From an optimization exercise on the open Yosys and OpenROAD flow, aimed at small area and a short achievable clock period; shortcuts taken in it are not production practice.
The RTL was checked by simulation tests, not by an equivalence proof against the original design.
Power figures rest on the tool's default switching activity, not on a simulated workload. The clock port is modelled as an ideal driver; clocking choices that lean on that would not hold on a real chip.

==> flow/design.v <==
module bk_mem_ctrl #(
  parameter int WIDTH      = 8,
  parameter int DATA_WIDTH = 2*WIDTH,
  parameter int DEPTH      = 200
) (
  input  logic                    clk,
  input  logic                    rst_n,
  input  logic                    reqValid,
  output logic                    reqReady,
  input  logic                    reqWrite,
  input  logic [WIDTH-1:0]        reqAddr,
  input  logic [DATA_WIDTH-1:0]   reqData,
  input  logic [DATA_WIDTH/8-1:0] reqByteEn,
  output logic                    rspValid,
  input  logic                    rspReady,
  output logic [DATA_WIDTH-1:0]   rspData,
  output logic                    rspErr,
  output logic                    initDone
);
  localparam int NB = DATA_WIDTH/8;
  localparam int NHI = (DEPTH + 15) / 16;
  logic                  init_done_reg;
  logic [WIDTH-1:0]      ptr_reg;
  logic                  rsp_valid_reg;
  logic                  rsp_err_reg;
  logic [DATA_WIDTH-1:0] rsp_data_reg;
  logic [DEPTH-1:0][DATA_WIDTH-1:0] mem;
  logic [DEPTH-1:0][DATA_WIDTH-1:0] mem_nxt;
  logic                  in_range;
  logic                  req_ready;
  logic                  accept;
  logic                  rd_acc;
  logic                  wr_acc;
  logic [DATA_WIDTH-1:0] wdata;
  logic [NB-1:0]         lane_wr;
  logic [NHI-1:0]        rhi_n;      
  logic [15:0]           rlo_n;      
  logic [NHI-1:0]        whi_n;      
  logic [NB-1:0][15:0]   wlo_n;      
  logic [DEPTH-1:0]                 rd_sel;
  logic [NB-1:0][DEPTH-1:0]         we;
  logic [NB-1:0][DEPTH-1:0]         hold;
  logic [DATA_WIDTH-1:0][DEPTH-1:0] mem_col;
  logic [DATA_WIDTH-1:0]            rd;
  assign in_range  = {1'b0, reqAddr} < (WIDTH+1)'(DEPTH);
  assign req_ready = init_done_reg && (!rsp_valid_reg || rspReady);
  assign accept    = reqValid && req_ready;
  assign rd_acc    = accept && !reqWrite;
  assign wr_acc    = accept && reqWrite;
  assign wdata = init_done_reg ? reqData : '0;
  always_comb
    for (int b = 0; b < NB; b++)
      lane_wr[b] = wr_acc && reqByteEn[b];
  always_comb begin
    for (int i = 0; i < NHI; i++) begin
      rhi_n[i] = !(reqAddr[7:4] == 4'(i));
      whi_n[i] = !(!init_done_reg || reqAddr[7:4] == 4'(i));
    end
    for (int j = 0; j < 16; j++) begin
      rlo_n[j] = !(reqAddr[3:0] == 4'(j));
      for (int b = 0; b < NB; b++)
        wlo_n[b][j] = !(!init_done_reg || (lane_wr[b] && reqAddr[3:0] == 4'(j)));
    end
  end
  generate
    for (genvar gw = 0; gw < DEPTH; gw++) begin : g_word
      bk_nor2 u_rsel (.a(rhi_n[gw/16]), .b(rlo_n[gw%16]), .y(rd_sel[gw]));
      for (genvar gb = 0; gb < NB; gb++) begin : g_lane
        bk_nor2 u_we (.a(whi_n[gw/16]), .b(wlo_n[gb][gw%16]), .y(we[gb][gw]));
        bk_inv  u_hold (.a(we[gb][gw]), .y(hold[gb][gw]));
        for (genvar gi = 0; gi < 8; gi++) begin : g_bit
          bk_hold u_nxt (.q(mem[gw][gb*8+gi]), .d(wdata[gb*8+gi]), .we(we[gb][gw]),
                         .hold(hold[gb][gw]), .y(mem_nxt[gw][gb*8+gi]));
        end
      end
    end
    for (genvar gd = 0; gd < DATA_WIDTH; gd++) begin : g_col
      for (genvar gw = 0; gw < DEPTH; gw++) begin : g_w
        assign mem_col[gd][gw] = mem[gw][gd];
      end
      bk_rd_col u_rd (.sel(rd_sel), .d(mem_col[gd]), .y(rd[gd]));
    end
  endgenerate
  always_ff @(posedge clk) mem <= mem_nxt;
  always_ff @(posedge clk or negedge rst_n) begin
    if (!rst_n) begin
      ptr_reg       <= '0;
      init_done_reg <= 1'b0;
    end else if (!init_done_reg) begin
      ptr_reg <= ptr_reg + 1'b1;
      if (ptr_reg == WIDTH'(DEPTH-1)) init_done_reg <= 1'b1;
    end
  end
  always_ff @(posedge clk or negedge rst_n) begin
    if (!rst_n) begin
      rsp_valid_reg <= 1'b0;
    end else if (rd_acc) begin
      rsp_valid_reg <= 1'b1;
    end else if (rspReady) begin
      rsp_valid_reg <= 1'b0;
    end
  end
  always_ff @(posedge clk) begin
    if (rd_acc) begin
      rsp_data_reg <= rd;
      rsp_err_reg  <= !in_range;
    end
  end
  assign reqReady = req_ready;
  assign rspValid = rsp_valid_reg;
  assign rspData  = rsp_data_reg;
  assign rspErr   = rsp_err_reg;
  assign initDone = init_done_reg;
endmodule
module bk_rd_col (input logic [199:0] sel, input logic [199:0] d, output logic y);
  logic t_0;
  bk_aoi222 u_t_0 (.s0(sel[0]), .d0(d[0]), .s1(sel[1]), .d1(d[1]), .s2(sel[2]), .d2(d[2]), .y_n(t_0));
  logic t_1;
  bk_aoi222 u_t_1 (.s0(sel[3]), .d0(d[3]), .s1(sel[4]), .d1(d[4]), .s2(sel[5]), .d2(d[5]), .y_n(t_1));
  logic t_2;
  bk_aoi222 u_t_2 (.s0(sel[6]), .d0(d[6]), .s1(sel[7]), .d1(d[7]), .s2(sel[8]), .d2(d[8]), .y_n(t_2));
  logic t_3;
  bk_aoi222 u_t_3 (.s0(sel[9]), .d0(d[9]), .s1(sel[10]), .d1(d[10]), .s2(sel[11]), .d2(d[11]), .y_n(t_3));
  logic t_4;
  bk_aoi222 u_t_4 (.s0(sel[12]), .d0(d[12]), .s1(sel[13]), .d1(d[13]), .s2(sel[14]), .d2(d[14]), .y_n(t_4));
  logic t_5;
  bk_aoi222 u_t_5 (.s0(sel[15]), .d0(d[15]), .s1(sel[16]), .d1(d[16]), .s2(sel[17]), .d2(d[17]), .y_n(t_5));
  logic t_6;
  bk_aoi222 u_t_6 (.s0(sel[18]), .d0(d[18]), .s1(sel[19]), .d1(d[19]), .s2(sel[20]), .d2(d[20]), .y_n(t_6));
  logic t_7;
  bk_aoi222 u_t_7 (.s0(sel[21]), .d0(d[21]), .s1(sel[22]), .d1(d[22]), .s2(sel[23]), .d2(d[23]), .y_n(t_7));
  logic t_8;
  bk_aoi222 u_t_8 (.s0(sel[24]), .d0(d[24]), .s1(sel[25]), .d1(d[25]), .s2(sel[26]), .d2(d[26]), .y_n(t_8));
  logic t_9;
  bk_aoi222 u_t_9 (.s0(sel[27]), .d0(d[27]), .s1(sel[28]), .d1(d[28]), .s2(sel[29]), .d2(d[29]), .y_n(t_9));
  logic t_10;
  bk_aoi222 u_t_10 (.s0(sel[30]), .d0(d[30]), .s1(sel[31]), .d1(d[31]), .s2(sel[32]), .d2(d[32]), .y_n(t_10));
  logic t_11;
  bk_aoi222 u_t_11 (.s0(sel[33]), .d0(d[33]), .s1(sel[34]), .d1(d[34]), .s2(sel[35]), .d2(d[35]), .y_n(t_11));
  logic t_12;
  bk_aoi222 u_t_12 (.s0(sel[36]), .d0(d[36]), .s1(sel[37]), .d1(d[37]), .s2(sel[38]), .d2(d[38]), .y_n(t_12));
  logic t_13;
  bk_aoi222 u_t_13 (.s0(sel[39]), .d0(d[39]), .s1(sel[40]), .d1(d[40]), .s2(sel[41]), .d2(d[41]), .y_n(t_13));
  logic t_14;
  bk_aoi222 u_t_14 (.s0(sel[42]), .d0(d[42]), .s1(sel[43]), .d1(d[43]), .s2(sel[44]), .d2(d[44]), .y_n(t_14));
  logic t_15;
  bk_aoi222 u_t_15 (.s0(sel[45]), .d0(d[45]), .s1(sel[46]), .d1(d[46]), .s2(sel[47]), .d2(d[47]), .y_n(t_15));
  logic t_16;
  bk_aoi222 u_t_16 (.s0(sel[48]), .d0(d[48]), .s1(sel[49]), .d1(d[49]), .s2(sel[50]), .d2(d[50]), .y_n(t_16));
  logic t_17;
  bk_aoi222 u_t_17 (.s0(sel[51]), .d0(d[51]), .s1(sel[52]), .d1(d[52]), .s2(sel[53]), .d2(d[53]), .y_n(t_17));
  logic t_18;
  bk_aoi222 u_t_18 (.s0(sel[54]), .d0(d[54]), .s1(sel[55]), .d1(d[55]), .s2(sel[56]), .d2(d[56]), .y_n(t_18));
  logic t_19;
  bk_aoi222 u_t_19 (.s0(sel[57]), .d0(d[57]), .s1(sel[58]), .d1(d[58]), .s2(sel[59]), .d2(d[59]), .y_n(t_19));
  logic t_20;
  bk_aoi222 u_t_20 (.s0(sel[60]), .d0(d[60]), .s1(sel[61]), .d1(d[61]), .s2(sel[62]), .d2(d[62]), .y_n(t_20));
  logic t_21;
  bk_aoi222 u_t_21 (.s0(sel[63]), .d0(d[63]), .s1(sel[64]), .d1(d[64]), .s2(sel[65]), .d2(d[65]), .y_n(t_21));
  logic t_22;
  bk_aoi222 u_t_22 (.s0(sel[66]), .d0(d[66]), .s1(sel[67]), .d1(d[67]), .s2(sel[68]), .d2(d[68]), .y_n(t_22));
  logic t_23;
  bk_aoi222 u_t_23 (.s0(sel[69]), .d0(d[69]), .s1(sel[70]), .d1(d[70]), .s2(sel[71]), .d2(d[71]), .y_n(t_23));
  logic t_24;
  bk_aoi222 u_t_24 (.s0(sel[72]), .d0(d[72]), .s1(sel[73]), .d1(d[73]), .s2(sel[74]), .d2(d[74]), .y_n(t_24));
  logic t_25;
  bk_aoi222 u_t_25 (.s0(sel[75]), .d0(d[75]), .s1(sel[76]), .d1(d[76]), .s2(sel[77]), .d2(d[77]), .y_n(t_25));
  logic t_26;
  bk_aoi222 u_t_26 (.s0(sel[78]), .d0(d[78]), .s1(sel[79]), .d1(d[79]), .s2(sel[80]), .d2(d[80]), .y_n(t_26));
  logic t_27;
  bk_aoi222 u_t_27 (.s0(sel[81]), .d0(d[81]), .s1(sel[82]), .d1(d[82]), .s2(sel[83]), .d2(d[83]), .y_n(t_27));
  logic t_28;
  bk_aoi222 u_t_28 (.s0(sel[84]), .d0(d[84]), .s1(sel[85]), .d1(d[85]), .s2(sel[86]), .d2(d[86]), .y_n(t_28));
  logic t_29;
  bk_aoi222 u_t_29 (.s0(sel[87]), .d0(d[87]), .s1(sel[88]), .d1(d[88]), .s2(sel[89]), .d2(d[89]), .y_n(t_29));
  logic t_30;
  bk_aoi222 u_t_30 (.s0(sel[90]), .d0(d[90]), .s1(sel[91]), .d1(d[91]), .s2(sel[92]), .d2(d[92]), .y_n(t_30));
  logic t_31;
  bk_aoi222 u_t_31 (.s0(sel[93]), .d0(d[93]), .s1(sel[94]), .d1(d[94]), .s2(sel[95]), .d2(d[95]), .y_n(t_31));
  logic t_32;
  bk_aoi222 u_t_32 (.s0(sel[96]), .d0(d[96]), .s1(sel[97]), .d1(d[97]), .s2(sel[98]), .d2(d[98]), .y_n(t_32));
  logic t_33;
  bk_aoi222 u_t_33 (.s0(sel[99]), .d0(d[99]), .s1(sel[100]), .d1(d[100]), .s2(sel[101]), .d2(d[101]), .y_n(t_33));
  logic t_34;
  bk_aoi222 u_t_34 (.s0(sel[102]), .d0(d[102]), .s1(sel[103]), .d1(d[103]), .s2(sel[104]), .d2(d[104]), .y_n(t_34));
  logic t_35;
  bk_aoi222 u_t_35 (.s0(sel[105]), .d0(d[105]), .s1(sel[106]), .d1(d[106]), .s2(sel[107]), .d2(d[107]), .y_n(t_35));
  logic t_36;
  bk_aoi222 u_t_36 (.s0(sel[108]), .d0(d[108]), .s1(sel[109]), .d1(d[109]), .s2(sel[110]), .d2(d[110]), .y_n(t_36));
  logic t_37;
  bk_aoi222 u_t_37 (.s0(sel[111]), .d0(d[111]), .s1(sel[112]), .d1(d[112]), .s2(sel[113]), .d2(d[113]), .y_n(t_37));
  logic t_38;
  bk_aoi222 u_t_38 (.s0(sel[114]), .d0(d[114]), .s1(sel[115]), .d1(d[115]), .s2(sel[116]), .d2(d[116]), .y_n(t_38));
  logic t_39;
  bk_aoi222 u_t_39 (.s0(sel[117]), .d0(d[117]), .s1(sel[118]), .d1(d[118]), .s2(sel[119]), .d2(d[119]), .y_n(t_39));
  logic t_40;
  bk_aoi222 u_t_40 (.s0(sel[120]), .d0(d[120]), .s1(sel[121]), .d1(d[121]), .s2(sel[122]), .d2(d[122]), .y_n(t_40));
  logic t_41;
  bk_aoi222 u_t_41 (.s0(sel[123]), .d0(d[123]), .s1(sel[124]), .d1(d[124]), .s2(sel[125]), .d2(d[125]), .y_n(t_41));
  logic t_42;
  bk_aoi222 u_t_42 (.s0(sel[126]), .d0(d[126]), .s1(sel[127]), .d1(d[127]), .s2(sel[128]), .d2(d[128]), .y_n(t_42));
  logic t_43;
  bk_aoi222 u_t_43 (.s0(sel[129]), .d0(d[129]), .s1(sel[130]), .d1(d[130]), .s2(sel[131]), .d2(d[131]), .y_n(t_43));
  logic t_44;
  bk_aoi222 u_t_44 (.s0(sel[132]), .d0(d[132]), .s1(sel[133]), .d1(d[133]), .s2(sel[134]), .d2(d[134]), .y_n(t_44));
  logic t_45;
  bk_aoi222 u_t_45 (.s0(sel[135]), .d0(d[135]), .s1(sel[136]), .d1(d[136]), .s2(sel[137]), .d2(d[137]), .y_n(t_45));
  logic t_46;
  bk_aoi222 u_t_46 (.s0(sel[138]), .d0(d[138]), .s1(sel[139]), .d1(d[139]), .s2(sel[140]), .d2(d[140]), .y_n(t_46));
  logic t_47;
  bk_aoi222 u_t_47 (.s0(sel[141]), .d0(d[141]), .s1(sel[142]), .d1(d[142]), .s2(sel[143]), .d2(d[143]), .y_n(t_47));
  logic t_48;
  bk_aoi222 u_t_48 (.s0(sel[144]), .d0(d[144]), .s1(sel[145]), .d1(d[145]), .s2(sel[146]), .d2(d[146]), .y_n(t_48));
  logic t_49;
  bk_aoi222 u_t_49 (.s0(sel[147]), .d0(d[147]), .s1(sel[148]), .d1(d[148]), .s2(sel[149]), .d2(d[149]), .y_n(t_49));
  logic t_50;
  bk_aoi222 u_t_50 (.s0(sel[150]), .d0(d[150]), .s1(sel[151]), .d1(d[151]), .s2(sel[152]), .d2(d[152]), .y_n(t_50));
  logic t_51;
  bk_aoi222 u_t_51 (.s0(sel[153]), .d0(d[153]), .s1(sel[154]), .d1(d[154]), .s2(sel[155]), .d2(d[155]), .y_n(t_51));
  logic t_52;
  bk_aoi222 u_t_52 (.s0(sel[156]), .d0(d[156]), .s1(sel[157]), .d1(d[157]), .s2(sel[158]), .d2(d[158]), .y_n(t_52));
  logic t_53;
  bk_aoi222 u_t_53 (.s0(sel[159]), .d0(d[159]), .s1(sel[160]), .d1(d[160]), .s2(sel[161]), .d2(d[161]), .y_n(t_53));
  logic t_54;
  bk_aoi222 u_t_54 (.s0(sel[162]), .d0(d[162]), .s1(sel[163]), .d1(d[163]), .s2(sel[164]), .d2(d[164]), .y_n(t_54));
  logic t_55;
  bk_aoi222 u_t_55 (.s0(sel[165]), .d0(d[165]), .s1(sel[166]), .d1(d[166]), .s2(sel[167]), .d2(d[167]), .y_n(t_55));
  logic t_56;
  bk_aoi222 u_t_56 (.s0(sel[168]), .d0(d[168]), .s1(sel[169]), .d1(d[169]), .s2(sel[170]), .d2(d[170]), .y_n(t_56));
  logic t_57;
  bk_aoi222 u_t_57 (.s0(sel[171]), .d0(d[171]), .s1(sel[172]), .d1(d[172]), .s2(sel[173]), .d2(d[173]), .y_n(t_57));
  logic t_58;
  bk_aoi222 u_t_58 (.s0(sel[174]), .d0(d[174]), .s1(sel[175]), .d1(d[175]), .s2(sel[176]), .d2(d[176]), .y_n(t_58));
  logic t_59;
  bk_aoi222 u_t_59 (.s0(sel[177]), .d0(d[177]), .s1(sel[178]), .d1(d[178]), .s2(sel[179]), .d2(d[179]), .y_n(t_59));
  logic t_60;
  bk_aoi222 u_t_60 (.s0(sel[180]), .d0(d[180]), .s1(sel[181]), .d1(d[181]), .s2(sel[182]), .d2(d[182]), .y_n(t_60));
  logic t_61;
  bk_aoi222 u_t_61 (.s0(sel[183]), .d0(d[183]), .s1(sel[184]), .d1(d[184]), .s2(sel[185]), .d2(d[185]), .y_n(t_61));
  logic t_62;
  bk_aoi222 u_t_62 (.s0(sel[186]), .d0(d[186]), .s1(sel[187]), .d1(d[187]), .s2(sel[188]), .d2(d[188]), .y_n(t_62));
  logic t_63;
  bk_aoi222 u_t_63 (.s0(sel[189]), .d0(d[189]), .s1(sel[190]), .d1(d[190]), .s2(sel[191]), .d2(d[191]), .y_n(t_63));
  logic t_64;
  bk_aoi222 u_t_64 (.s0(sel[192]), .d0(d[192]), .s1(sel[193]), .d1(d[193]), .s2(sel[194]), .d2(d[194]), .y_n(t_64));
  logic t_65;
  bk_aoi222 u_t_65 (.s0(sel[195]), .d0(d[195]), .s1(sel[196]), .d1(d[196]), .s2(sel[197]), .d2(d[197]), .y_n(t_65));
  logic t_66;
  bk_aoi22 u_t_66 (.s0(sel[198]), .d0(d[198]), .s1(sel[199]), .d1(d[199]), .y_n(t_66));
  logic r_0;
  bk_nand4 u_r_0 (.a(t_0), .b(t_1), .c(t_2), .d(t_3), .y(r_0));
  logic r_1;
  bk_nand4 u_r_1 (.a(t_4), .b(t_5), .c(t_6), .d(t_7), .y(r_1));
  logic r_2;
  bk_nand4 u_r_2 (.a(t_8), .b(t_9), .c(t_10), .d(t_11), .y(r_2));
  logic r_3;
  bk_nand4 u_r_3 (.a(t_12), .b(t_13), .c(t_14), .d(t_15), .y(r_3));
  logic r_4;
  bk_nand4 u_r_4 (.a(t_16), .b(t_17), .c(t_18), .d(t_19), .y(r_4));
  logic r_5;
  bk_nand4 u_r_5 (.a(t_20), .b(t_21), .c(t_22), .d(t_23), .y(r_5));
  logic r_6;
  bk_nand4 u_r_6 (.a(t_24), .b(t_25), .c(t_26), .d(t_27), .y(r_6));
  logic r_7;
  bk_nand4 u_r_7 (.a(t_28), .b(t_29), .c(t_30), .d(t_31), .y(r_7));
  logic r_8;
  bk_nand4 u_r_8 (.a(t_32), .b(t_33), .c(t_34), .d(t_35), .y(r_8));
  logic r_9;
  bk_nand4 u_r_9 (.a(t_36), .b(t_37), .c(t_38), .d(t_39), .y(r_9));
  logic r_10;
  bk_nand4 u_r_10 (.a(t_40), .b(t_41), .c(t_42), .d(t_43), .y(r_10));
  logic r_11;
  bk_nand4 u_r_11 (.a(t_44), .b(t_45), .c(t_46), .d(t_47), .y(r_11));
  logic r_12;
  bk_nand4 u_r_12 (.a(t_48), .b(t_49), .c(t_50), .d(t_51), .y(r_12));
  logic r_13;
  bk_nand4 u_r_13 (.a(t_52), .b(t_53), .c(t_54), .d(t_55), .y(r_13));
  logic r_14;
  bk_nand4 u_r_14 (.a(t_56), .b(t_57), .c(t_58), .d(t_59), .y(r_14));
  logic r_15;
  bk_nand4 u_r_15 (.a(t_60), .b(t_61), .c(t_62), .d(t_63), .y(r_15));
  logic r_16;
  bk_nand3 u_r_16 (.a(t_64), .b(t_65), .c(t_66), .y(r_16));
  logic r_17;
  bk_nor2 u_r_17 (.a(r_0), .b(r_1), .y(r_17));
  logic r_18;
  bk_nor2 u_r_18 (.a(r_2), .b(r_3), .y(r_18));
  logic r_19;
  bk_nor2 u_r_19 (.a(r_4), .b(r_5), .y(r_19));
  logic r_20;
  bk_nor2 u_r_20 (.a(r_6), .b(r_7), .y(r_20));
  logic r_21;
  bk_nor2 u_r_21 (.a(r_8), .b(r_9), .y(r_21));
  logic r_22;
  bk_nor2 u_r_22 (.a(r_10), .b(r_11), .y(r_22));
  logic r_23;
  bk_nor2 u_r_23 (.a(r_12), .b(r_13), .y(r_23));
  logic r_24;
  bk_nor2 u_r_24 (.a(r_14), .b(r_15), .y(r_24));
  logic r_25;
  bk_inv u_r_25 (.a(r_16), .y(r_25));
  logic r_26;
  bk_nand3 u_r_26 (.a(r_17), .b(r_18), .c(r_19), .y(r_26));
  logic r_27;
  bk_nand3 u_r_27 (.a(r_20), .b(r_21), .c(r_22), .y(r_27));
  logic r_28;
  bk_nand3 u_r_28 (.a(r_23), .b(r_24), .c(r_25), .y(r_28));
  logic r_29;
  bk_nor2 u_r_29 (.a(r_26), .b(r_27), .y(r_29));
  logic r_30;
  bk_inv u_r_30 (.a(r_28), .y(r_30));
  logic r_31;
  bk_nand2 u_r_31 (.a(r_29), .b(r_30), .y(r_31));
  assign y = r_31;
endmodule
module bk_aoi222 (input logic s0, d0, s1, d1, s2, d2, output logic y_n);
  assign y_n = !((s0 & d0) | (s1 & d1) | (s2 & d2));
endmodule
module bk_aoi22 (input logic s0, d0, s1, d1, output logic y_n);
  assign y_n = !((s0 & d0) | (s1 & d1));
endmodule
module bk_nand2 (input logic a, b, output logic y);
  assign y = !(a & b);
endmodule
module bk_nand3 (input logic a, b, c, output logic y);
  assign y = !(a & b & c);
endmodule
module bk_nand4 (input logic a, b, c, d, output logic y);
  assign y = !(a & b & c & d);
endmodule
module bk_nor2 (input logic a, b, output logic y);
  assign y = !(a | b);
endmodule
module bk_nor3 (input logic a, b, c, output logic y);
  assign y = !(a | b | c);
endmodule
module bk_nor4 (input logic a, b, c, d, output logic y);
  assign y = !(a | b | c | d);
endmodule
module bk_inv (input logic a, output logic y);
  assign y = !a;
endmodule
module bk_hold (input logic q, d, we, hold, output logic y);
  assign y = (q & hold) | (d & we);
endmodule
==> flow/run.sh <==
#!/bin/bash
# synth_recipe.tcl (not shown) runs the flow's synth.tcl, then flattens the netlist and writes it again
# the make line also repeats each setting of config.mk as NAME=value (left out here)
make -C /OpenROAD-flow-scripts/flow DESIGN_CONFIG=/design/flow/config.mk WORK_HOME=/design/flow/orfs CLKGATE_MAP_FILE= SYNTH_SCRIPT=/design/flow/synth_recipe.tcl finish
==> flow/config.mk <==
export PLATFORM = sky130hd
export DESIGN_NAME = bk_mem_ctrl
export DESIGN_NICKNAME = bk_mem_ctrl
export VERILOG_FILES = /design/flow/design.v
export SDC_FILE = /design/flow/constraint.sdc
export NUM_CORES = 4
export LEC_CHECK = 0
export CAP_MARGIN = 20
export CORE_MARGIN = 2
export CORE_UTILIZATION = 60
export SETUP_SLACK_MARGIN = 1.5
export SLEW_MARGIN = 20
export SYNTH_HIERARCHICAL = 1
export SYNTH_MINIMUM_KEEP_SIZE = 0
==> flow/constraint.sdc <==
create_clock -name core_clock -period 4.0 [get_ports {clk}]
set_input_delay 0.8000 -clock core_clock [delete_from_list [all_inputs] [get_ports {clk}]]
set_output_delay 0.8000 -clock core_clock [all_outputs]
set_load 0.01 [all_outputs]
==> results of run 1 <==
==> final timing paths <==
check | slack, ns | startpoint | to | cells after the start
max | 0.90 | reqAddr[6] | rsp_data_reg[3] | 16
min | 0.16 | rst_n | rsp_valid_reg | 1
max reg2reg | 1.17 | init_done_reg | mem[1992] | 9
min reg2reg | 0.47 | ptr_reg[7] | ptr_reg[7] | 1
max in group asynchronous | 3.43 | rst_n | init_done_reg | 1
min in group core_clock | 0.47 | ptr_reg[7] | ptr_reg[7] | 1
==> cell usage after synthesis (3+ instances only) <==
cell,n,share of area (%)
a22oi_2,16,0.18
and3_1,3,0.017
nand4_1,257,1.4
dfrtp_1,10,0.23
and2_1,16,0.090
a21oi_1,31,0.14
edfxtp_1,17,0.46
nand2_1,28,0.095
a222oi_1,1056,9.5
dfxtp_1,3200,58
a31oi_1,4,0.023
nand2b_1,4,0.023
nor2b_1,10,0.056
nand3_1,77,0.35
a22o_1,3200,25
inv_1,445,1.5
clkbuf_1,6,0.020
nor2_1,753,2.5
nor3_1,7,0.032
buf_2,8,0.036
o21a_1,10,0.068
xnor2_1,7,0.055
==> metal layers <==
| metal | routed length (um) | part of all wire, % | vias up | GRT usage [%] |
|---|---|---|---|---|
| met4 | 39800 | 8.7 | 16 | 32.2 |
| li1 | - | - | 43300 | - |
| met1 | 166000 | 36 | 50800 | 58.1 |
| met3 | 62400 | 14 | 1794 | 12.4 |
| met5 | 105 | 0.023 | - | 0 |
| met2 | 188000 | 41 | 7894 | 63.9 |
==> power breakdown <==
group	leakage [nW]	switching, mW	internal [mW]
clock network	5.32	12.9	18.3
logic	27.8	0.327	0.247
registers	26.0	0	32.2
==> critical path, cell delays in order <==
cell,delay [ns]
buf_6,0.07
buf_8,0.15
buf_6,0.13
nor2_4,0.04
buf_6,0.11
buf_6,0.12
nand2_8,0.07
buf_16,0.16
nor2_4,0.09
buf_4,0.16
a222oi_1,0.44
nand4_1,0.59
nor2_4,0.55
nand3_4,0.12
nor2_4,0.13
nand2_2,0.06
==> cell families after synthesis <==
group	after synthesis	share of synthesized area (%)
AO/OA/AOI/OAI	4320	35.2
XOR/XNOR	7	0.0553
adder cells (fa/ha/maj)	1	0.0113
buffers and inverters	462	1.58
flip-flops	3227	58.4
multiplexers	1	0.0101
AND/OR/NAND/NOR	1161	4.70
==> repair_timing <==
item                        CTS  global route
cloned                       13            18
setup buffers               124           234
pin swaps                   314           224
gates resized for setup     678           578
setup endpoints to repair  3085          2646
==> per-module statistics from Yosys, one instance, submodules excluded, a selection <==
module	flops+latches	cell area, um2	copies in the design	cells inside
bk_nand2	0	3.75	16	1
bk_hold	0	8.76	3200	1
bk_nand3	0	5.00	64	1
bk_inv	0	3.75	432	1
bk_aoi222	0	10.0	1056	1
bk_nand4	0	6.26	256	1
bk_nor2	0	3.75	744	1
==> stage by stage <==
stage          instances  setup TNS, ns  cell area [um2]  hold WS (ns)  utilization (%)
2_1_floorplan       9179              0           111000         0.446                -
3_3_place_gp       13000         -11.99           127000         0.464             69.4
3_5_place_dp       13000         -11.23           127000         0.463             69.4
4_1_cts            13700              0           142000         0.157             77.4
5_1_grt            14000              0           146000         0.171             79.7
6_report           14000              0           146000         0.160             79.7
==> final cells by class <==
| cell class | instances | share of cell area, % |
|---|---|---|
| Multi-Input combinational cell | 5502 | 32.7 |
| Timing Repair Buffer | 1774 | 12.1 |
| Clock inverter | 100 | 0.819 |
| Inverter | 445 | 1.30 |
| Sequential cell | 3227 | 44.3 |
| Clock buffer | 472 | 6.56 |
| Antenna cell | 15 | 0.0257 |
| Tap cell | 2464 | 2.11 |
==> out/results.txt, run 1 <==
synth unique cells = 34
H-tree depth = 5
number of global-route vias before repair = 96.3k
Initial Util = 60.5%
Final #Nets = 11.3k
Critical Path RT = 4.71 ns
die area = 188000 um2
largest net degree at the start of global routing = 75
status = complete, no violations
y dimension of the die = 434 um
Crit Path Class = in2reg
syn_area_per_cell = 12.1 um2
vias post-DR = 104k
Slew headroom = 25.0%
part of the cycle the worst path needs = 77.5%
# setup viols final = 0
initial antenna violation count = 15
sequential cell area = 64800 um2
startpoint types = primary input
fmax = 0.322 GHz
site row count = 157
Cell Area, Synth = 111000 um2
register area share after synthesis = 58.4%
core area = 183000 um2
width of the chip = 434 um
Total Wirelength = 457 mm
cts-stage hold buffer count = 0
max cap viols = 0
Clock Tree Buf Depth = 4
most used flip-flop cell after synthesis = dfxtp_1
Synth Warn # = 7
area of the multi-input gates = 47900 um2
worst setup margin = 0.898 ns
flops & latches, synth = 3227
Power Density = 437 nW/um2
drt wl/cell = 32.6 um
cells after synthesis = 9179
fin crit period = 3.10 ns
CP Capture Type = register
Tightest Hold Check Type = in2async
Area Overhead vs Synth = 31.8%
Worst Skew = 0.0597 ns
total track usage = 44.7%
clock-pin slew on the worst setup and hold paths = 0.06 ns
DR vias/cell = 7.41
clock latency on the worst-skew pair = 1.00 ns
Leak Pwr = 59.1 nW
TritonCTS Buffers = 330
Post-route DRC = 0
total power = 63.9 mW
Final ANT Viol Nets = 0
max reg flops = 3200
pre-CTS setup slack = -1.05 ns
Hold Fails Final Rpt = 0
Slew Viols, Final = 0
Worst Max-Slew Pin Slew = 1.12 ns
RSZ-0062 raised after global routing = yes
post-synthesis async set-or-reset flop share = 0.310%
Filler cells = 11.4k
crit path max fanout = 7
grt ovf = 0
worst vdd ir = 0.440 mV
routability congestion estimate from global placement = 1.03
CTS Root Cell = clkbuf_16
commonest non-fill, non-tap cells in the layout = a22o_1 (3200), dfxtp_1 (3200), buf_4 (1271)
Critical Path AT = 3.81 ns
port bufs = 50
EDFF count, synth = 17
first-pass GRT wire length = 638 mm
top-level I/O count = 51
CTS tree = built
Detail Placement HPWL = 292 mm
syn_nets = 9211
drt initial violations = 18.5k
ratio of cells with drive above 1 in the final layout = 25.3%
clock sink total = 3227
Pre-antenna DRT Iters = 12
==> run 2: changes to the inputs <==
--- a/flow/design.v
+++ b/flow/design.v
@@ -102,13 +102,39 @@
   end
+  logic                  rd_hold;
+  logic [DATA_WIDTH-1:0] rsp_data_nxt;
+  logic                  rsp_err_nxt;
+  assign rd_hold = !rd_acc;
+  generate
+    for (genvar gd = 0; gd < DATA_WIDTH; gd++) begin : g_rsp
+      bk_hold u_rsp (.q(rsp_data_reg[gd]), .d(rd[gd]), .we(rd_acc), .hold(rd_hold), .y(rsp_data_nxt[gd]));
+    end
+  endgenerate
+  bk_hold u_err (.q(rsp_err_reg), .d(!in_range), .we(rd_acc), .hold(rd_hold), .y(rsp_err_nxt));
   always_ff @(posedge clk) begin
-    if (rd_acc) begin
-      rsp_data_reg <= rd;
-      rsp_err_reg  <= !in_range;
+    rsp_data_reg <= rsp_data_nxt;
+    rsp_err_reg  <= rsp_err_nxt;
+  end
+  logic init_done_o_reg;
+  logic rsp_valid_o_reg;
+  logic rdy_base_reg;
+  logic init_done_nxt;
+  logic rsp_valid_nxt;
+  assign init_done_nxt = init_done_o_reg || (ptr_reg == WIDTH'(DEPTH-1));
+  assign rsp_valid_nxt = rd_acc || (rsp_valid_o_reg && !rspReady);
+  always_ff @(posedge clk or negedge rst_n) begin
+    if (!rst_n) begin
+      init_done_o_reg <= 1'b0;
+      rsp_valid_o_reg <= 1'b0;
+      rdy_base_reg    <= 1'b0;
+    end else begin
+      init_done_o_reg <= init_done_nxt;
+      rsp_valid_o_reg <= rsp_valid_nxt;
+      rdy_base_reg    <= init_done_nxt && !rsp_valid_nxt;
     end
   end
-  assign reqReady = req_ready;
-  assign rspValid = rsp_valid_reg;
+  assign reqReady = rdy_base_reg || (init_done_o_reg && rspReady);
+  assign rspValid = rsp_valid_o_reg;
   assign rspData  = rsp_data_reg;
   assign rspErr   = rsp_err_reg;
-  assign initDone = init_done_reg;
+  assign initDone = init_done_o_reg;
 endmodule
--- a/flow/config.mk
+++ b/flow/config.mk
@@ -10,3 +10,5 @@
 export CORE_UTILIZATION = 60
-export SETUP_SLACK_MARGIN = 1.5
+export CTS_CLUSTER_DIAMETER = 100
+export CTS_CLUSTER_SIZE = 30
+export SETUP_SLACK_MARGIN = 1.3
 export SLEW_MARGIN = 20
==> run 2 against run 1 <==
Non-clock buffer count fell by 363. Critical endpoint is now rsp_data_reg[0]. Hold slack improved by 0.17 ns. Final area fell by 7.9%. Still clean on timing, DRC and antenna. Flip-flop and latch count rose by 3. Routed wire length fell by 7.6%. Worst setup slack improved by 0.072 ns. Highest routed layer unchanged. Clock skew fell by 0.023 ns. Power fell by 25%. Sequential power barely moved. Area after synthesis barely moved. Critical path depth did not move.
==> out/results.txt, run 2 <==
synth unique cells = 37 (was 34)
Slew Viols, Final = 0 (unchanged)
CP Capture Type = register (unchanged)
crit path max fanout = 6 (was 7)
syn_area_per_cell = 12.1 um2 (about the same)
Pre-antenna DRT Iters = 17 (was 12)
clock-pin slew on the worst setup and hold paths = 0.12 ns (was 0.06 ns)
Synth Warn # = 7 (unchanged)
CTS Root Cell = clkbuf_16 (unchanged)
routability congestion estimate from global placement = 0.998 (was 1.03)
width of the chip = 434 um (about the same)
EDFF count, synth = 0 (was 17)
Cell Area, Synth = 111000 um2 (about the same)
initial antenna violation count = 19 (was 15)
ratio of cells with drive above 1 in the final layout = 20.1% (was 25.3%)
TritonCTS Buffers = 118 (was 330)
commonest non-fill, non-tap cells in the layout = a22o_1 (3217), dfxtp_1 (3208), a222oi_1 (1056) (was a22o_1 (3200), dfxtp_1 (3200), buf_4 (1271))
Synth area leaders = dfxtp_1 (58%), a22o_1 (25%), a222oi_1 (9.5%) (unchanged)
drt wl/cell = 32.0 um (was 32.6 um)
H-tree depth = 3 (was 5)
worst vdd ir = 0.486 mV (was 0.440 mV)
RSZ-0062 raised after global routing = yes (unchanged)
DR vias/cell = 7.49 (was 7.41)
reg-to-reg endpoint = mem[1670] (was mem[1992])
# setup viols final = 0 (unchanged)
clock network fraction of total power = 31.7% (was 48.8%)
CTS tree = built (unchanged)
worst setup margin = 0.970 ns (was 0.898 ns)
startpoint types = primary input (unchanged)
pre-CTS setup slack = -1.22 ns (was -1.05 ns)
Final #Nets = 10.8k (was 11.3k)
Filler cells = 12.9k (was 11.4k)
Post-route DRC = 0 (unchanged)
Crit Path Class = in2reg (unchanged)
reg2reg setup slack = 1.27 ns (was 1.17 ns)
Combinational Power Share = 1.1% (was 0.9%)
Flop pwr share = 67.2% (was 50.3%)
most used flip-flop cell after synthesis = dfxtp_1 (unchanged)
R2R Path Start = init_done_reg (unchanged)
Tightest Hold Check Type = in2async (unchanged)
first-pass GRT wire length = 610 mm (was 638 mm)
fmax = 0.330 GHz (was 0.322 GHz)
Clock Tree Buf Depth = 3 (was 4)
most common cell after layout, fill and taps aside = a22o_1
cells after synthesis = 9204 (was 9179)
core area = 183000 um2 (unchanged)
Cell Area, Placed = 126000 um2 (was 127000 um2)
vias post-DR = 98.9k (was 104k)
Worst Max-Slew Pin Slew = 1.23 ns (was 1.12 ns)
Detail Placement HPWL = 284 mm (was 292 mm)
area leader, netlist = dfxtp_1 (unchanged)
Final ANT Viol Nets = 0 (unchanged)
Initial Util = 60.5% (about the same)
clock latency on the worst-skew pair = 0.86 ns (was 1.00 ns)
port bufs = 50 (unchanged)
post-synthesis async set-or-reset flop share = 0.402% (was 0.310%)
status = complete, no violations (unchanged)
final core utilization = 73.4% (was 79.7%)
Area Overhead vs Synth = 21.3% (was 31.8%)
Net Switching = 10.0 mW (was 13.2 mW)
flops & latches, synth = 3230 (was 3227)
clock sink total = 3230 (was 3227)
syn_nets = 9236 (was 9211)
Critical Path AT = 3.78 ns (was 3.81 ns)
Post-synth top cells = a22o_1 (3217), dfxtp_1 (3217), a222oi_1 (1056) (was a22o_1 (3200), dfxtp_1 (3200), a222oi_1 (1056))
fin crit period = 3.03 ns (was 3.10 ns)
die area = 189000 um2 (was 188000 um2)
Power Density = 355 nW/um2 (was 437 nW/um2)
register area share after synthesis = 58.3% (was 58.4%)
part of the cycle the worst path needs = 75.8% (was 77.5%)
y dimension of the die = 434 um (about the same)
internal power = 37.8 mW (was 50.7 mW)
max reg flops = 3200 (unchanged)
Leak Pwr = 54.2 nW (was 59.1 nW)
Critical Path RT = 4.75 ns (was 4.71 ns)
Final Instance Area = 135000 um2 (was 146000 um2)
top-level I/O count = 51 (unchanged)
worst hold slack = 0.325 ns (was 0.160 ns)
Slew headroom = 18.3% (was 25.0%)
Total Wirelength = 422 mm (was 457 mm)
share of the synthesized area in the top cell type = 58.0% (was 57.7%)
site row count = 157 (unchanged)
Worst Skew = 0.0369 ns (was 0.0597 ns)
total track usage = 42.5% (was 44.7%)
sw frac = 21.0% (was 20.7%)
grt ovf = 0 (unchanged)
largest net degree at the start of global routing = 89 (was 75)
max cap viols = 0 (unchanged)
worst-case reg-to-reg path depth = 9 (unchanged)
drt initial violations = 18.4k (was 18.5k)
Hold Fails Final Rpt = 0 (unchanged)
number of global-route vias before repair = 92.2k (was 96.3k)
run 2: cell type report:
type	count	area [um2]	share of cell area (%)
clock buffers	123	3000	2.23
well taps	2464	3080	2.29
multi-input cells	5519	48200	35.8
diodes	7	17.5	0.0130
clock inverters	5	60.1	0.0446
repair buffers	1411	13800	10.3
inverters	447	1700	1.26
flip-flops and latches	3230	64700	48.1
run 2: what timing repair did:
item,in CTS,in global routing
resized for setup,737,385
cloned,14,5
setup buffers,119,89
hold buffers,0,0
pin swaps,241,221
setup endpoints to repair,2998,2193
run 2: per-module statistics from Yosys (local to each module, per instance), a selection:
module / flops+latches / area [um2]
bk_nand4: 0 / 6.26
bk_inv: 0 / 3.75
bk_aoi222: 0 / 10.0
bk_aoi22: 0 / 12.5
bk_nand3: 0 / 5.00
bk_nand2: 0 / 3.75
run 2: power by group through the flow:
stage | clock network [mW] | registers [mW] | logic [mW]
floorplan | 0 | 32.9 | 0.0697
global placement | 0 | 32.9 | 0.313
detailed placement | 0 | 32.9 | 0.315
CTS | 15.1 | 32.1 | 0.456
global route | 16.2 | 32.2 | 0.520
finish | 15.1 | 32.1 | 0.523
run 2: critical path, cell delays in order:
cell and delay [ns]:
buf_6 0.07, buf_6 0.12, nor2_4 0.05, buf_12 0.14, nand2_4 0.08, buf_12 0.15
buf_8 0.12, nor2_4 0.06, buf_6 0.13, a222oi_1 0.63, nand4_1 0.42, nor2_4 0.30
nand3_4 0.17, nor2_4 0.23, nand2_1 0.07, a22o_1 0.20
run 2: logic make-up (layout without fill, tap and decap cells):
logic type	Yosys count	in the layout	share of synthesized area, %
flip-flops	3230	3230	58.3
other	0	7	0
buffers and inverters	463	1986	1.58
AND/OR/NAND/NOR	1164	1168	4.72
AO/OA/AOI/OAI	4338	4342	35.3
adder cells (fa/ha/maj)	1	1	0.0113
XOR/XNOR	7	7	0.0552
multiplexers	1	1	0.0101
run 2: per-stage QoR:
stage	std cells	setup TNS, ns	power, mW
global placement	12800	-13.69	33.2
detailed placement	12800	-14.53	33.2
CTS	13100	0	47.7
finish	13200	0	47.8
global route	13200	0	48.9
floorplan	9204	0	33.0
run 2: per-layer routing:
layer | wire length [um] | vias up | GRT usage (%)
met5 | 113 | - | 0
met4 | 32200 | 18 | 28.1
li1 | - | 42000 | -
met2 | 180000 | 6924 | 63.0
met3 | 50000 | 1348 | 9.57
met1 | 160000 | 48600 | 55.8
run 2: worst max path at each step:
stage          slack [ns]  depth (start not counted)          endpoint        startpoint
6_report             0.97                         16   rsp_data_reg[0]        reqAddr[7]
5_1_grt              1.07                         17   rsp_data_reg[7]        reqAddr[7]
4_1_cts              1.11                          1       rspData[15]  rsp_data_reg[15]
3_5_place_dp        -1.22                         15   rsp_data_reg[7]        reqAddr[2]
3_3_place_gp        -1.28                         16  rsp_data_reg[10]        reqAddr[6]
2_1_floorplan        0.99                         11   rsp_data_reg[0]        reqAddr[4]
==> run 3: changes to the inputs <==
--- a/flow/design.v
+++ b/flow/design.v
@@ -21,2 +21,3 @@
   localparam int NHI = (DEPTH + 15) / 16;
+  localparam int NPART = 3;   
   logic                  init_done_reg;
@@ -25,3 +26,3 @@
   logic                  rsp_err_reg;
-  logic [DATA_WIDTH-1:0] rsp_data_reg;
+  logic [DATA_WIDTH-1:0][NPART-1:0] rsp_data_reg;
   logic [DEPTH-1:0][DATA_WIDTH-1:0] mem;
@@ -43,3 +44,3 @@
   logic [DATA_WIDTH-1:0][DEPTH-1:0] mem_col;
-  logic [DATA_WIDTH-1:0]            rd;
+  logic [DATA_WIDTH-1:0][NPART-1:0] rd;
   assign in_range  = {1'b0, reqAddr} < (WIDTH+1)'(DEPTH);
@@ -103,3 +104,3 @@
   logic                  rd_hold;
-  logic [DATA_WIDTH-1:0] rsp_data_nxt;
+  logic [DATA_WIDTH-1:0][NPART-1:0] rsp_data_nxt;
   logic                  rsp_err_nxt;
@@ -108,3 +109,7 @@
     for (genvar gd = 0; gd < DATA_WIDTH; gd++) begin : g_rsp
-      bk_hold u_rsp (.q(rsp_data_reg[gd]), .d(rd[gd]), .we(rd_acc), .hold(rd_hold), .y(rsp_data_nxt[gd]));
+      for (genvar gk = 0; gk < NPART; gk++) begin : g_part
+        bk_hold u_rsp (.q(rsp_data_reg[gd][gk]), .d(rd[gd][gk]), .we(rd_acc), .hold(rd_hold),
+                       .y(rsp_data_nxt[gd][gk]));
+      end
+      assign rspData[gd] = |rsp_data_reg[gd];
     end
@@ -136,3 +141,2 @@
   assign rspValid = rsp_valid_o_reg;
-  assign rspData  = rsp_data_reg;
   assign rspErr   = rsp_err_reg;
@@ -140,3 +144,3 @@
 endmodule
-module bk_rd_col (input logic [199:0] sel, input logic [199:0] d, output logic y);
+module bk_rd_col (input logic [199:0] sel, input logic [199:0] d, output logic [2:0] y);
   logic t_0;
@@ -333,9 +337,5 @@
   bk_nand3 u_r_28 (.a(r_23), .b(r_24), .c(r_25), .y(r_28));
-  logic r_29;
-  bk_nor2 u_r_29 (.a(r_26), .b(r_27), .y(r_29));
-  logic r_30;
-  bk_inv u_r_30 (.a(r_28), .y(r_30));
-  logic r_31;
-  bk_nand2 u_r_31 (.a(r_29), .b(r_30), .y(r_31));
-  assign y = r_31;
+  assign y[0] = r_26;
+  assign y[1] = r_27;
+  assign y[2] = r_28;
 endmodule
==> run 3 against run 2 <==
Still clean on timing, DRC and antenna. Global-route usage grew 0.13 points. Clock power rose by 3%. Sequential power rose by 1%. Final area decreased by 1.5%. Clock skew fell by 0.0047 ns. Final cell count fell by 0.46%. Routed wire length up 1.6%. Critical endpoint is now rsp_data_reg[30]. Largest cell class unchanged. Largest power group unchanged.
==> out/results.txt, run 3 <==
status = complete, no violations (unchanged)
Critical Path AT = 3.56 ns (was 3.78 ns)
final cell count without fillers = 13.1k (was 13.2k)
Pre-antenna DRT Iters = 13 (was 17)
compound-cell area share of the yosys netlist = 35.2% (was 35.3%)
Hold Fails Final Rpt = 0 (unchanged)
clock latency on the worst-skew pair = 0.86 ns (about the same)
cts-stage hold buffer count = 0 (unchanged)
drt initial violations = 18.4k (about the same)
CTS Root Cell = clkbuf_16 (unchanged)
port bufs = 50 (unchanged)
largest net degree at the start of global routing = 116 (was 89)
max reg flops = 3200 (unchanged)
Synth Area in Simple Gates = 4.65% (was 4.72%)
internal power = 38.2 mW (was 37.8 mW)
sequential cell area = 65500 um2 (was 64700 um2)
ratio of cells with drive above 1 in the final layout = 17.0% (was 20.1%)
Worst Setup SP = reqAddr[3] (was reqAddr[7])
routability congestion estimate from global placement = 1.01 (was 0.998)
number of global-route vias before repair = 92.1k (was 92.2k)
clock network fraction of total power = 32.0% (was 31.7%)
Crit Path Class = in2reg (unchanged)
clock-pin slew on the worst setup and hold paths = 0.12 ns (about the same)
share of the synthesized area in the top cell type = 57.9% (was 58.0%)
width of the chip = 437 um (was 434 um)
Leak Pwr = 52.9 nW (was 54.2 nW)
crit path max fanout = 10 (was 6)
TritonCTS Buffers = 118 (unchanged)
Final #Nets = 10.7k (was 10.8k)
grt ovf = 0 (unchanged)
Detail Placement HPWL = 291 mm (was 284 mm)
die area = 191000 um2 (was 189000 um2)
Net Switching = 10.1 mW (was 10.0 mW)
Slew headroom = 22.6% (was 18.3%)
drt wl/cell = 32.6 um (was 32.0 um)
initial antenna violation count = 21 (was 19)
startpoint types = primary input (unchanged)
worst-case reg-to-reg path depth = 8 (was 9)
Flop pwr share = 67.1% (was 67.2%)
CP Capture Type = register (unchanged)
# setup viols final = 0 (unchanged)
CTS tree = built (unchanged)
commonest non-fill, non-tap cells in the layout = a22o_1 (3249), dfxtp_1 (3221), a222oi_1 (1056) (was a22o_1 (3217), dfxtp_1 (3208), a222oi_1 (1056))
Initial Util = 60.5% (about the same)
Total Wirelength = 429 mm (was 422 mm)
Synth Area in Adders = 0.0111% (was 0.0113%)
Slew Viols, Final = 0 (unchanged)
mux contribution to synthesized area = 0.0100% (was 0.0101%)
fmax = 0.357 GHz (was 0.330 GHz)
area of the multi-input gates = 46600 um2 (was 48200 um2)
most used flip-flop cell after synthesis = dfxtp_1 (unchanged)
vias post-DR = 99.2k (was 98.9k)
worst vdd ir = 0.437 mV (was 0.486 mV)
Final Instance Area = 133000 um2 (was 135000 um2)
Area Overhead vs Synth = 18.1% (was 21.3%)
Power Density = 365 nW/um2 (was 355 nW/um2)
Synth area leaders = dfxtp_1 (58%), a22o_1 (25%), a222oi_1 (9.4%) (was dfxtp_1 (58%), a22o_1 (25%), a222oi_1 (9.5%))
site row count = 158 (was 157)
flops & latches, synth = 3262 (was 3230)
EDFF count, synth = 0 (unchanged)
main combinational cell family by area after synthesis = compound AO/OA/AOI/OAI gates (unchanged)
cells after synthesis = 9284 (was 9204)
Final ANT Viol Nets = 0 (unchanged)
part of the cycle the worst path needs = 70.1% (was 75.8%)
DR vias/cell = 7.55 (was 7.49)
total placed cells including tap cells = 12.9k (was 12.8k)
RSZ-0062 raised after global routing = yes (unchanged)
clock sink total = 3262 (was 3230)
most common cell after layout, fill and taps aside = a22o_1 (unchanged)
Post-route DRC = 0 (unchanged)
Worst Max-Slew Pin Slew = 1.16 ns (was 1.23 ns)
Tightest Hold Check Type = in2async (unchanged)
post-synthesis async set-or-reset flop share = 0.399% (was 0.402%)
syn_nets = 9316 (was 9236)
Worst Skew = 0.0322 ns (was 0.0369 ns)
sw frac = 20.9% (was 21.0%)
fin crit period = 2.80 ns (was 3.03 ns)
max cap viols = 0 (unchanged)
core area = 186000 um2 (was 183000 um2)
R2R Path Start = rsp_valid_reg (was init_done_reg)
area leader, netlist = dfxtp_1 (unchanged)
Critical Path RT = 4.76 ns (was 4.75 ns)
Cell Area, Placed = 126000 um2 (about the same)
register area share after synthesis = 58.2% (was 58.3%)
Combinational Power Share = 0.9% (was 1.1%)
Cell Area, Synth = 112000 um2 (was 111000 um2)
Synth Warn # = 7 (unchanged)
xor/xnor share of the synthesized area = 0.0546% (was 0.0552%)
total track usage = 42.7% (was 42.5%)
H-tree depth = 3 (unchanged)
Post-synth top cells = a22o_1 (3249), dfxtp_1 (3249), a222oi_1 (1056) (was a22o_1 (3217), dfxtp_1 (3217), a222oi_1 (1056))
synth unique cells = 38 (was 37)
first-pass GRT wire length = 622 mm (was 610 mm)
Clock Tree Buf Depth = 3 (unchanged)
syn_area_per_cell = 12.1 um2 (about the same)
Filler cells = 13.3k (was 12.9k)
total power = 48.4 mW (was 47.8 mW)
top-level I/O count = 51 (unchanged)
y dimension of the die = 437 um (was 434 um)
run 3: logic make-up (layout without fill, tap and decap cells):
kind of cell | Yosys count | after routing
AOI/OAI and AO/OA | 4370 | 4370
xor gates and xnor gates | 7 | 7
adders and majority gates | 1 | 1
buffers and inverters | 495 | 1855
DFF | 3262 | 3262
muxes | 1 | 1
other | 0 | 18
and+or+nand+nor | 1148 | 1151
run 3: layer usage:
layer,up-vias,share of wire [%],global-route usage [%]
met5,-,0.021,0
met4,14,6.5,24.5
met3,1197,13,11.5
met2,7330,41,60.3
met1,48800,39,58.7
li1,41900,-,-
run 3: final timing paths:
kind | endpoint | slack [ns]
max in group asynchronous | init_done_reg | 3.13
min | init_done_o_reg | 0.37
min reg2reg | ptr_reg[7] | 0.49
max reg2reg | mem[1074] | 1.32
max | rsp_data_reg[30] | 1.20
min in group core_clock | rsp_err_reg | 0.42
run 3: critical path, stage by stage:
cell      delay, ns
buf_4          0.10
buf_12         0.14
nand2b_4       0.16
nor3_1         0.08
inv_1          0.17
buf_12         0.23
nor2_1         0.14
buf_4          0.20
a222oi_1       0.60
nand4_1        0.27
nor2_4         0.22
buf_6          0.16
nand3_2        0.07
a22o_1         0.20
run 3: stage by stage:
stage          TNS, ns  worst slack [ns]  util, %  hold WS [ns]
6_report             0              1.20     71.4         0.373
5_1_grt              0              1.23     71.4         0.397
4_1_cts              0              1.20     70.9         0.345
3_5_place_dp    -10.13            -0.412     68.1         0.466
3_3_place_gp    -13.47            -0.441     68.0         0.461
2_1_floorplan        0             0.988        -         0.442
run 3: modules after synthesis, one instance, submodules excluded:
module       flip-flops and latches  times used  cells inside  cell area, um2
bk_mem_ctrl                    3262           1          3451           66400
bk_rd_col                         0          16             3            22.5
bk_aoi22                          0          16             1            12.5
bk_aoi222                         0        1056             1            10.0
bk_hold                           0        3249             1            8.76
bk_nand4                          0         256             1            6.26
bk_nand3                          0          64             1            5.00
bk_inv                            0         416             1            3.75
bk_nor2                           0         728             1            3.75
run 3: power groups by stage:
stage	logic (mW)	registers (mW)	clock network, mW
floorplan	0.0697	33.2	0
global placement	0.298	33.2	0
detailed placement	0.303	33.2	0
CTS	0.385	32.4	15.5
global route	0.445	32.5	16.5
finish	0.447	32.5	15.5
run 3: area by class of cell:
cell class	instances	area share (%)
clock buffer	130	2.33
clock inverter	4	0.0481
timing repair buffer	1290	9.48
multi-input combinational	5530	35.2
antenna	18	0.0340
sequential	3262	49.4
tap	2480	2.34
inverter	431	1.22
run 3: what timing repair did:
action,CTS,global route
resized for setup,459,150
setup endpoints to repair,1954,258
pin swaps,114,133
buffers inserted,63,41
gates cloned,9,8

## re-timing with driven ports
Ports are ideal in the flow. The routed layouts listed here were re-timed in OpenROAD.
Step 1 assumes that a clkbuf_16 drives the clock port and a buf_2 every other input.
Step 2 moves the port delays by t, midway between the first and last clock arrival at a register: inputs arrive t later, outputs are due t later. That takes back most of the time a late clock gives input paths.
Slacks: ideal ports / drivers / drivers and shift; pairs: ideal ports / drivers.
run | t (ns) | setup WS [ns] | worst hold slack (ns) | clock arrival spread, ns | worst data-port slew with drivers (ns)
run 1 | 1.069 | 0.898 / 0.956 / -0.113 | 0.160 / 0.087 / 0.474 | 0.064 / 0.064 | 0.06
run 2 | 0.930 | 0.970 / 0.945 / 0.015 | 0.325 / 0.263 / 0.494 | 0.047 / 0.048 | 0.13
run 3 | 0.935 | 1.195 / 1.132 / 0.197 | 0.373 / 0.310 / 0.491 | 0.038 / 0.038 | 0.16
With both steps, setup timing fails in run 1, where it was met with ideal ports. For run 1, which loses most, drivers alone change the setup slack by +0.058 ns; drivers and shift together by -1.011 ns.
